Context: an optimization exercise on an open-source flow, tuned for a short achievable clock period and few clock cycles. The choices shown serve that exercise and are no tape-out recipe. At most, simulation tests tie the RTL to the original design; equivalence was not proved.

==> inputs of run a <==
Design rv_core, start of the top module:
module rv_core #(
    parameter int mem_words   = 262144,
    parameter int dmem_addr_w = 18,
    parameter int imem_addr_w = 15
) (
    input  wire                            clk,
    input  wire                            rst,
    output logic [imem_addr_w-1:0]         imem_addr,
    input  wire [31:0]                     imem_data,
    output logic [dmem_addr_w-1:0]         dmem_addr,
    output logic [31:0]                    dmem_wdata,
    output logic                           dmem_we,
    input  wire [31:0]                     dmem_rdata,
    output logic                           halted,
    output logic [39:0]                    retired
);
Settings: LEC_CHECK=0, ABC_AREA=1, ABC_CLOCK_PERIOD_IN_PS=2400, CAP_MARGIN=20, CORE_MARGIN=2, CORE_UTILIZATION=40, PLACE_DENSITY=0.6, SETUP_SLACK_MARGIN=3.6, SLEW_MARGIN=20; clock period 6.0 ns.
run.sh (not shown) runs the stock make flow with config.mk's settings and CLKGATE_MAP_FILE= SYNTH_SCRIPT=/design/flow/synth_recipe.tcl, a recipe that flattens the netlist after the stock synthesis.
==> inputs of run b, as changes to run a <==
--- a/flow/design.v
+++ b/flow/design.v
@@ -155,11 +155,11 @@
     output logic                           dmem_we,
     input  wire [31:0]                     dmem_rdata,
     output logic                           halted,
     output logic [39:0]                    retired
 );
-    localparam int nbtb = 4;
+    localparam int nbtb = 2;
     localparam logic [6:0] op_imm    = 7'b0010011;
     localparam logic [6:0] op_op     = 7'b0110011;
     localparam logic [6:0] op_lui    = 7'b0110111;
     localparam logic [6:0] op_auipc  = 7'b0010111;
     localparam logic [6:0] op_jal    = 7'b1101111;
@@ -167,28 +167,28 @@
     localparam logic [6:0] op_branch = 7'b1100011;
     localparam logic [6:0] op_load   = 7'b0000011;
     localparam logic [6:0] op_store  = 7'b0100011;
     logic [31:0] pc_f;
     logic [imem_addr_w-1:0] ia_n;    
-    logic        ex_valid;
+    logic        ex_valid, ex_kill, ex_live;
+    logic        ex_bq, ex_bn, ex_bl, ex_bg, ex_brv;
     logic [31:0] ex_pc, ex_pc4, ex_imm;
     logic [31:0] ex_a, ex_badd, ex_b2, ex_const;
     logic [4:0]  ex_shamt;
     logic [4:0]  ex_rd;
     logic        ex_wr, ex_load, ex_store, ex_jal, ex_jalr, ex_br, ex_sub, ex_self;
-    logic        ex_beq, ex_bne, ex_blt, ex_bge;
     logic        ex_sel_add, ex_sel_xor, ex_sel_and, ex_sel_sll, ex_sel_sra;
     logic        ex_pred, ex_predv;
     logic [nbtb-1:0] ex_hit;
     logic        ex_sd_fwd;
     logic        s2_wr, s2_load;
     logic [4:0]  s2_rd;
     logic [31:0] s2_res, s2_val;
     logic [nbtb-1:0] btb_v;
     logic [31:0]     btb_tag [0:nbtb-1];
     logic [31:0]     btb_tgt [0:nbtb-1];
-    logic [1:0]      btb_ptr;
+    logic [0:0]      btb_ptr;
     logic            bu_add, bu_del;
     logic [31:0]     bu_pc, bu_tgt;
     logic [nbtb-1:0] bu_hit;
     assign imem_addr = ~ia_n;
     logic [31:0] sum, tgt, ex_res, x_xor, x_and, x_sll, x_sra;
@@ -207,15 +207,16 @@
     assign res_oth = ({32{ex_sel_xor}} & x_xor) | ({32{ex_sel_and}} & x_and) |
                      ({32{ex_sel_sll}} & x_sll) | ({32{ex_sel_sra}} & x_sra) | ex_const;
     assign ex_res  = ({32{ex_sel_add}} & sum) | res_oth;
     assign eq    = (ex_a == ex_b2);
     assign lt    = ~ge_s;
-    assign taken = (ex_beq & eq) | (ex_bne & ~eq) | (ex_blt & lt) | (ex_bge & ~lt);
+    assign ex_live = ex_valid & ~ex_kill;
+    assign taken = ~ex_kill & ((ex_bq & eq) | (ex_bn & ~eq) | (ex_bl & lt) | (ex_bg & ~lt));
     assign act_taken = ex_jal | taken;
-    assign redirect  = ex_valid & (ex_jalr | (act_taken ^ ex_predv) | (ex_pred & ~ex_predv));
+    assign redirect  = ex_live & (ex_jalr | (act_taken ^ ex_predv) | (ex_pred & ~ex_predv));
     assign jalr_self = (sum[imem_addr_w+1:2] == ex_pc[imem_addr_w+1:2]);
-    assign halt_now  = ex_valid & ((act_taken & ex_self) | (ex_jalr & jalr_self));
+    assign halt_now  = ex_live & ((act_taken & ex_self) | (ex_jalr & jalr_self));
     logic [39:0] ret_inc;
     logic        ret_co;
     rv_ks_add #(.w(40)) u_ret (.a(retired), .b(40'd1), .cin(1'b0), .s(ret_inc), .cout(ret_co));
     logic [6:0] opc;
     logic [2:0] f3;
@@ -253,29 +254,23 @@
     logic use1, use2, d_wr;
     assign use1 = d_imm | d_op | d_jalr | d_br | d_load | d_store;
     assign use2 = d_op | d_br | d_store;
     assign d_wr = (d_imm | d_op | d_lui | d_auipc | d_jal | d_jalr) & (rd != 5'd0);
     logic ex_fw1, ex_fw2, s2_fw1, s2_fw2, ld1, ld2, stall, sd_fwd;
-    assign ex_fw1 = ex_valid & ex_wr & (ex_rd == rs1);
-    assign ex_fw2 = ex_valid & ex_wr & (ex_rd == rs2);
-    assign ld1    = ex_valid & ex_load & (ex_rd == rs1) & (rs1 != 5'd0);
-    assign ld2    = ex_valid & ex_load & (ex_rd == rs2) & (rs2 != 5'd0);
+    assign ex_fw1 = ex_live & ex_wr & (ex_rd == rs1);
+    assign ex_fw2 = ex_live & ex_wr & (ex_rd == rs2);
+    assign ld1    = ex_live & ex_load & (ex_rd == rs1) & (rs1 != 5'd0);
+    assign ld2    = ex_live & ex_load & (ex_rd == rs2) & (rs2 != 5'd0);
     assign s2_fw1 = s2_wr & (s2_rd == rs1);
     assign s2_fw2 = s2_wr & (s2_rd == rs2);
     assign s2_val = s2_load ? dmem_rdata : s2_res;
     assign stall  = (use1 & ld1) | (use2 & ~d_store & ld2);
     assign sd_fwd = d_store & ld2;
     logic [31:0][31:0] q;    
     logic [31:0] rf1, rf2, w1, w2;
-    always_comb begin
-        rf1 = '0;
-        rf2 = '0;
-        for (int r = 1; r < 32; r++) begin
-            rf1 = rf1 | ({32{rs1 == 5'(r)}} & q[r]);
-            rf2 = rf2 | ({32{rs2 == 5'(r)}} & q[r]);
-        end
-    end
+    assign rf1 = q[rs1];
+    assign rf2 = q[rs2];
     assign w1 = s2_fw1 ? s2_val : rf1;
     assign w2 = s2_fw2 ? s2_val : rf2;
     logic d_sub, d_immb;
     logic [31:0] immv;
     assign d_sub  = (d_op & (f3 == 3'b000) & (f7 == 7'b0100000)) | d_br;
@@ -318,22 +313,27 @@
     logic [31:0] norm, x_t, x_nt, x_nb, pc_next;
     assign norm = stall ? pc_f : (pred ? pred_pc : (spred ? spc : pc_f4));
     assign x_t  = ex_predv ? norm : tgt;
     assign x_nt = ex_pred ? ex_pc4 : norm;
     always_comb begin
-        if (ex_valid & ex_jalr)
+        if (ex_live & ex_jalr)
             x_nb = {sum[31:1], 1'b0};
-        else if (ex_valid & ex_jal & ~ex_predv)
+        else if (ex_live & ex_jal & ~ex_predv)
             x_nb = tgt;
-        else if (ex_valid & ~ex_jal & ex_pred)
+        else if (ex_live & ~ex_jal & ex_pred)
             x_nb = ex_pc4;
         else
             x_nb = norm;
     end
-    assign pc_next = (ex_valid & ex_br) ? (taken ? x_t : x_nt) : x_nb;
+    logic [31:0] xt2, xnt2;
+    logic        brv;
+    assign brv     = ex_brv & ~ex_kill;
+    assign xt2     = brv ? x_t : x_nb;
+    assign xnt2    = brv ? x_nt : x_nb;
+    assign pc_next = taken ? xt2 : xnt2;
     logic fd_go;
-    assign fd_go = ~halted & ~redirect & ~stall;
+    assign fd_go = ~halted & ~stall;
     assign q[0] = 32'd0;
     for (genvar r = 1; r < 32; r++) begin : g_rf
         logic [31:0] x;
         always_ff @(posedge clk) begin
             if (r == 2 && !rst)
@@ -359,14 +359,10 @@
         ex_store  <= d_store;
         ex_jal    <= d_jal;
         ex_jalr   <= d_jalr;
         ex_br     <= d_br;
         ex_sub    <= d_sub;
-        ex_beq    <= d_br & (f3 == 3'b000);
-        ex_bne    <= d_br & (f3 == 3'b001);
-        ex_blt    <= d_br & (f3 == 3'b100);
-        ex_bge    <= d_br & (f3 == 3'b101);
         ex_sel_add <= (d_imm & (f3 == 3'b000)) | d_auipc |
                       (d_op & (f3 == 3'b000) & ((f7 == 7'b0000000) | (f7 == 7'b0100000)));
         ex_sel_xor <= (d_imm | d_op) & (f3 == 3'b100);
         ex_sel_and <= d_imm & (f3 == 3'b111);
         ex_sel_sll <= d_imm & (f3 == 3'b001);
@@ -386,10 +382,16 @@
         bu_hit  <= ex_hit;
         if (!rst) begin
             pc_f     <= '0;
             ia_n     <= '1;
             ex_valid <= 1'b0;
+            ex_kill  <= 1'b0;
+            ex_bq    <= 1'b0;
+            ex_bn    <= 1'b0;
+            ex_bl    <= 1'b0;
+            ex_bg    <= 1'b0;
+            ex_brv   <= 1'b0;
             s2_wr    <= 1'b0;
             bu_add   <= 1'b0;
             bu_del   <= 1'b0;
             dmem_we  <= 1'b0;
             halted   <= 1'b0;
@@ -398,16 +400,22 @@
             btb_ptr  <= '0;
         end else begin
             pc_f     <= pc_next;
             ia_n     <= ~pc_next[imem_addr_w+1:2];
             ex_valid <= fd_go;
-            s2_wr    <= ex_valid & ~halted & (ex_wr | (ex_load & (ex_rd != 5'd0)));
-            dmem_we  <= ex_valid & ~halted & ex_store;
+            ex_kill  <= redirect;
+            ex_bq    <= fd_go & d_br & (f3 == 3'b000);
+            ex_bn    <= fd_go & d_br & (f3 == 3'b001);
+            ex_bl    <= fd_go & d_br & (f3 == 3'b100);
+            ex_bg    <= fd_go & d_br & (f3 == 3'b101);
+            ex_brv   <= fd_go & d_br;
+            s2_wr    <= ex_live & ~halted & (ex_wr | (ex_load & (ex_rd != 5'd0)));
+            dmem_we  <= ex_live & ~halted & ex_store;
             if (halt_now) halted <= 1'b1;
-            if (ex_valid & ~halted) retired <= ret_inc;
-            bu_add <= ex_valid & ~halted & act_taken & ~ex_predv;
-            bu_del <= ex_valid & ~halted & ~act_taken & ex_pred;
+            if (ex_live & ~halted) retired <= ret_inc;
+            bu_add <= ex_live & ~halted & act_taken & ~ex_predv;
+            bu_del <= ex_live & ~halted & ~act_taken & ex_pred;
             if (bu_add) begin
                 btb_v[btb_ptr]   <= 1'b1;
                 btb_tag[btb_ptr] <= bu_pc;
                 btb_tgt[btb_ptr] <= bu_tgt;
                 btb_ptr          <= btb_ptr + 1'b1;
==> inputs of run c, as changes to run a <==
--- a/flow/design.v
+++ b/flow/design.v
@@ -104,43 +104,10 @@
     end
     assign s    = p0 ^ {g[nl*w +: w-1], cin};
     assign cout = g[nl*w+w-1];
 endmodule
 `default_nettype wire
-`default_nettype none
-module rv_ks_add_cl #(
-    parameter int w = 32
-) (
-    input  wire [w-1:0]  a,
-    input  wire [w-1:0]  b,
-    input  wire          cin,
-    output logic [w-1:0] s,
-    output logic         cout
-);
-    localparam int nl = (w <= 2) ? 1 : (w <= 4) ? 2 : (w <= 8) ? 3 : (w <= 16) ? 4 :
-                        (w <= 32) ? 5 : 6;
-    logic [(nl+1)*w-1:0] g, p;
-    logic [w-1:0]        p0, c;
-    assign p0       = a ^ b;
-    assign g[w-1:0] = a & b;
-    assign p[w-1:0] = p0;
-    for (genvar l = 0; l < nl; l++) begin : g_lvl
-        for (genvar i = 0; i < w; i++) begin : g_bit
-            if (i >= (1 << l)) begin : g_op
-                assign g[(l+1)*w+i] = g[l*w+i] | (p[l*w+i] & g[l*w+i-(1<<l)]);
-                assign p[(l+1)*w+i] = p[l*w+i] & p[l*w+i-(1<<l)];
-            end else begin : g_pass
-                assign g[(l+1)*w+i] = g[l*w+i];
-                assign p[(l+1)*w+i] = p[l*w+i];
-            end
-        end
-    end
-    assign c = g[nl*w +: w] | (p[nl*w +: w] & {w{cin}});
-    assign s    = p0 ^ {c[w-2:0], cin};
-    assign cout = c[w-1];
-endmodule
-`default_nettype wire
 `timescale 1ns/100ps
 `default_nettype none
 module rv_core #(
     parameter int mem_words   = 262144,
     parameter int dmem_addr_w = 18,
@@ -175,11 +142,11 @@
     logic [4:0]  ex_shamt;
     logic [4:0]  ex_rd;
     logic        ex_wr, ex_load, ex_store, ex_jal, ex_jalr, ex_br, ex_sub, ex_self;
     logic        ex_beq, ex_bne, ex_blt, ex_bge;
     logic        ex_sel_add, ex_sel_xor, ex_sel_and, ex_sel_sll, ex_sel_sra;
-    logic        ex_pred, ex_predv;
+    logic        ex_pred;
     logic [nbtb-1:0] ex_hit;
     logic        ex_sd_fwd;
     logic        s2_wr, s2_load;
     logic [4:0]  s2_rd;
     logic [31:0] s2_res, s2_val;
@@ -193,27 +160,26 @@
     assign imem_addr = ~ia_n;
     logic [31:0] sum, tgt, ex_res, x_xor, x_and, x_sll, x_sra;
     logic        eq, lt, taken, act_taken, redirect, halt_now, jalr_self;
     logic sum_co, tgt_co, ge_s;
     logic [31:0] cmp_s;
-    rv_ks_add_cl #(.w(32)) u_sum (.a(ex_a), .b(ex_badd), .cin(ex_sub), .s(sum), .cout(sum_co));
+    rv_ks_add #(.w(32)) u_sum (.a(ex_a), .b(ex_badd), .cin(ex_sub), .s(sum), .cout(sum_co));
     rv_ks_add #(.w(32)) u_tgt (.a(ex_pc), .b(ex_imm), .cin(1'b0), .s(tgt), .cout(tgt_co));
-    rv_ks_add_cl #(.w(32)) u_cmp (.a({~ex_a[31], ex_a[30:0]}), .b({~ex_badd[31], ex_badd[30:0]}),
+    rv_ks_add #(.w(32)) u_cmp (.a({~ex_a[31], ex_a[30:0]}), .b({~ex_badd[31], ex_badd[30:0]}),
                                .cin(1'b1), .s(cmp_s), .cout(ge_s));
     assign x_xor = ex_a ^ ex_b2;
     assign x_and = ex_a & ex_b2;
     assign x_sll = ex_a << ex_shamt;
     assign x_sra = $signed(ex_a) >>> ex_shamt;
-    logic [31:0] res_oth;
-    assign res_oth = ({32{ex_sel_xor}} & x_xor) | ({32{ex_sel_and}} & x_and) |
-                     ({32{ex_sel_sll}} & x_sll) | ({32{ex_sel_sra}} & x_sra) | ex_const;
-    assign ex_res  = ({32{ex_sel_add}} & sum) | res_oth;
+    assign ex_res = ({32{ex_sel_add}} & sum) | ({32{ex_sel_xor}} & x_xor) |
+                    ({32{ex_sel_and}} & x_and) | ({32{ex_sel_sll}} & x_sll) |
+                    ({32{ex_sel_sra}} & x_sra) | ex_const;
     assign eq    = (ex_a == ex_b2);
     assign lt    = ~ge_s;
     assign taken = (ex_beq & eq) | (ex_bne & ~eq) | (ex_blt & lt) | (ex_bge & ~lt);
     assign act_taken = ex_jal | taken;
-    assign redirect  = ex_valid & (ex_jalr | (act_taken ^ ex_predv) | (ex_pred & ~ex_predv));
+    assign redirect  = ex_valid & (ex_jalr | (act_taken ^ ex_pred));
     assign jalr_self = (sum[imem_addr_w+1:2] == ex_pc[imem_addr_w+1:2]);
     assign halt_now  = ex_valid & ((act_taken & ex_self) | (ex_jalr & jalr_self));
     logic [39:0] ret_inc;
     logic        ret_co;
     rv_ks_add #(.w(40)) u_ret (.a(retired), .b(40'd1), .cin(1'b0), .s(ret_inc), .cout(ret_co));
@@ -287,44 +253,33 @@
     assign fb       = ex_fw2 & ~d_immb;
     assign fb2      = ex_fw2 & ~d_imm;
     assign a_early  = d_auipc ? pc_f : w1;
     assign b_early  = d_immb ? immv : (d_sub ? ~w2 : w2);
     assign b2_early = d_imm ? imm_i : w2;
-    logic [nbtb-1:0] hit, hit_full;
-    logic            pred, predv;
+    logic [nbtb-1:0] hit;
+    logic            pred;
     logic [31:0]     pred_pc;
     always_comb begin
         pred_pc = '0;
         for (int i = 0; i < nbtb; i++) begin
-            hit[i] = btb_v[i] & (btb_tag[i][imem_addr_w+1:2] == pc_f[imem_addr_w+1:2]);
-            hit_full[i] = (btb_tag[i][31:imem_addr_w+2] == pc_f[31:imem_addr_w+2]) &
-                          (btb_tag[i][1:0] == pc_f[1:0]);
+            hit[i] = btb_v[i] & (btb_tag[i] == pc_f);
             pred_pc = pred_pc | ({32{hit[i]}} & btb_tgt[i]);
         end
     end
-    assign pred  = |hit;
-    assign predv = pred & ((hit & ~hit_full) == '0);
-    logic        spred, sp_co, hm_co;
-    logic [12:0] sp_lo;
-    logic [18:0] pc_hm1;
-    logic [31:0] spc;
-    rv_ks_add #(.w(13)) u_splo (.a(pc_f[12:0]), .b(imm_b[12:0]), .cin(1'b0), .s(sp_lo), .cout(sp_co));
-    rv_ks_add #(.w(19)) u_sphi (.a(pc_f[31:13]), .b('1), .cin(1'b0), .s(pc_hm1), .cout(hm_co));
-    assign spc   = {sp_co ? pc_f[31:13] : pc_hm1, sp_lo};
-    assign spred = d_br & imem_data[31] & ~f3[1];
+    assign pred = |hit;
     logic [31:0] pc_f4;
     logic        pc4_co;
     rv_ks_add #(.w(30)) u_pc4 (.a(pc_f[31:2]), .b(30'd1), .cin(1'b0), .s(pc_f4[31:2]), .cout(pc4_co));
     assign pc_f4[1:0] = pc_f[1:0];
     logic [31:0] norm, x_t, x_nt, x_nb, pc_next;
-    assign norm = stall ? pc_f : (pred ? pred_pc : (spred ? spc : pc_f4));
-    assign x_t  = ex_predv ? norm : tgt;
+    assign norm = stall ? pc_f : (pred ? pred_pc : pc_f4);
+    assign x_t  = ex_pred ? norm : tgt;
     assign x_nt = ex_pred ? ex_pc4 : norm;
     always_comb begin
         if (ex_valid & ex_jalr)
             x_nb = {sum[31:1], 1'b0};
-        else if (ex_valid & ex_jal & ~ex_predv)
+        else if (ex_valid & ex_jal & ~ex_pred)
             x_nb = tgt;
         else if (ex_valid & ~ex_jal & ex_pred)
             x_nb = ex_pc4;
         else
             x_nb = norm;
@@ -346,14 +301,13 @@
     always_ff @(posedge clk) begin
         ex_pc     <= pc_f;
         ex_pc4    <= pc_f4;
         ex_imm    <= imm_bj;
         ex_self   <= self_bj;
-        ex_a      <= (fa & ex_sel_add) ? sum : (fa ? res_oth : a_early);
-        ex_badd   <= (fb & ex_sel_add) ? (d_sub ? ~sum : sum) :
-                     (fb ? (d_sub ? ~res_oth : res_oth) : b_early);
-        ex_b2     <= (fb2 & ex_sel_add) ? sum : (fb2 ? res_oth : b2_early);
+        ex_a      <= fa ? ex_res : a_early;
+        ex_badd   <= fb ? (d_sub ? ~ex_res : ex_res) : b_early;
+        ex_b2     <= fb2 ? ex_res : b2_early;
         ex_shamt  <= rs2;
         ex_rd     <= rd;
         ex_wr     <= d_wr;
         ex_load   <= d_load;
         ex_store  <= d_store;
@@ -370,12 +324,11 @@
         ex_sel_xor <= (d_imm | d_op) & (f3 == 3'b100);
         ex_sel_and <= d_imm & (f3 == 3'b111);
         ex_sel_sll <= d_imm & (f3 == 3'b001);
         ex_sel_sra <= d_imm & (f3 == 3'b101);
         ex_const  <= d_lui ? imm_u : ((d_jal | d_jalr) ? pc_f4 : 32'd0);
-        ex_pred   <= pred | spred;
-        ex_predv  <= predv | (~pred & spred);
+        ex_pred   <= pred;
         ex_hit    <= hit;
         ex_sd_fwd <= sd_fwd;
         if (ex_load | ex_store) dmem_addr <= sum[dmem_addr_w+1:2];
         if (ex_store) dmem_wdata <= ex_sd_fwd ? dmem_rdata : ex_b2;
         s2_rd   <= ex_rd;
@@ -398,16 +351,16 @@
             btb_ptr  <= '0;
         end else begin
             pc_f     <= pc_next;
             ia_n     <= ~pc_next[imem_addr_w+1:2];
             ex_valid <= fd_go;
-            s2_wr    <= ex_valid & ~halted & (ex_wr | (ex_load & (ex_rd != 5'd0)));
-            dmem_we  <= ex_valid & ~halted & ex_store;
+            s2_wr    <= ex_valid & (ex_wr | (ex_load & (ex_rd != 5'd0)));
+            dmem_we  <= ex_valid & ex_store;
             if (halt_now) halted <= 1'b1;
-            if (ex_valid & ~halted) retired <= ret_inc;
-            bu_add <= ex_valid & ~halted & act_taken & ~ex_predv;
-            bu_del <= ex_valid & ~halted & ~act_taken & ex_pred;
+            if (ex_valid) retired <= ret_inc;
+            bu_add <= ex_valid & act_taken & ~ex_pred;
+            bu_del <= ex_valid & ~act_taken & ex_pred;
             if (bu_add) begin
                 btb_v[btb_ptr]   <= 1'b1;
                 btb_tag[btb_ptr] <= bu_pc;
                 btb_tgt[btb_ptr] <= bu_tgt;
                 btb_ptr          <= btb_ptr + 1'b1;
--- a/flow/config.mk
+++ b/flow/config.mk
@@ -3,11 +3,10 @@
 export DESIGN_NICKNAME = rv_core
 export VERILOG_FILES = /design/flow/design.v
 export SDC_FILE = /design/flow/constraint.sdc
 export NUM_CORES = 4
 export LEC_CHECK = 0
-export ABC_AREA = 1
 export ABC_CLOCK_PERIOD_IN_PS = 2400
 export CAP_MARGIN = 20
 export CORE_MARGIN = 2
 export CORE_UTILIZATION = 40
 export PLACE_DENSITY = 0.6
==> run summary <==
simple-gate share of the synthesized area 10.9%; antenna cell count 22; worst hold path startpoint ex_hit[2]; seq_cells 1741; status timing/DRC/antenna clean; DR vias 74000
[end of results for run c]
==> run summary <==
status timing/DRC/antenna clean; antenna cell count 23; worst hold path startpoint ex_hit[0]; seq_cells 1610
[end of results for run b]
==> run summary <==
status timing/DRC/antenna clean; antenna cell count 66; worst hold path startpoint ex_hit[3]; seq_cells 1742; multi-input combinational cell area 0.0439 mm²; simple-gate share of the synthesized area 23.6%
[end of results for run a]
Testbench counts of run a, summed over its fixed seeds: cycles 77,742.
Testbench counts of run b, summed over its fixed seeds: cycles 77,747.
No functional check of the RTL was part of run c.

-- static timing again, ports no longer ideal --
No port has a modelled driver above. Below, the same layouts with a new extraction and two added sets of constraints. Step 1 sets driving cells, clkbuf_16 on the clock port and buf_2 on the other inputs (assumed; they add their load-dependent delay and slew). Step 2, shift: input delay + t, output delay - t, t = (earliest + latest rising clock arrival at the registers) / 2. This alone moves slack from input paths to output paths. a / b / c = ideal ports / drivers / drivers and shift; a / b = the first two.
run	t, ns	setup WS [ns]	slew at the worst register clock pin (ns)
run a	1.009	2.903 / 2.903 / 1.916	0.07 / 0.07
run b	0.952	3.202 / 2.897 / 1.946	0.07 / 0.07
run c	0.968	2.440 / 2.440 / 1.754	0.07 / 0.07
After both steps every run listed still meets setup and hold. For run b, which loses most, drivers alone change the setup slack by -0.305 ns; drivers and shift together by -1.256 ns.
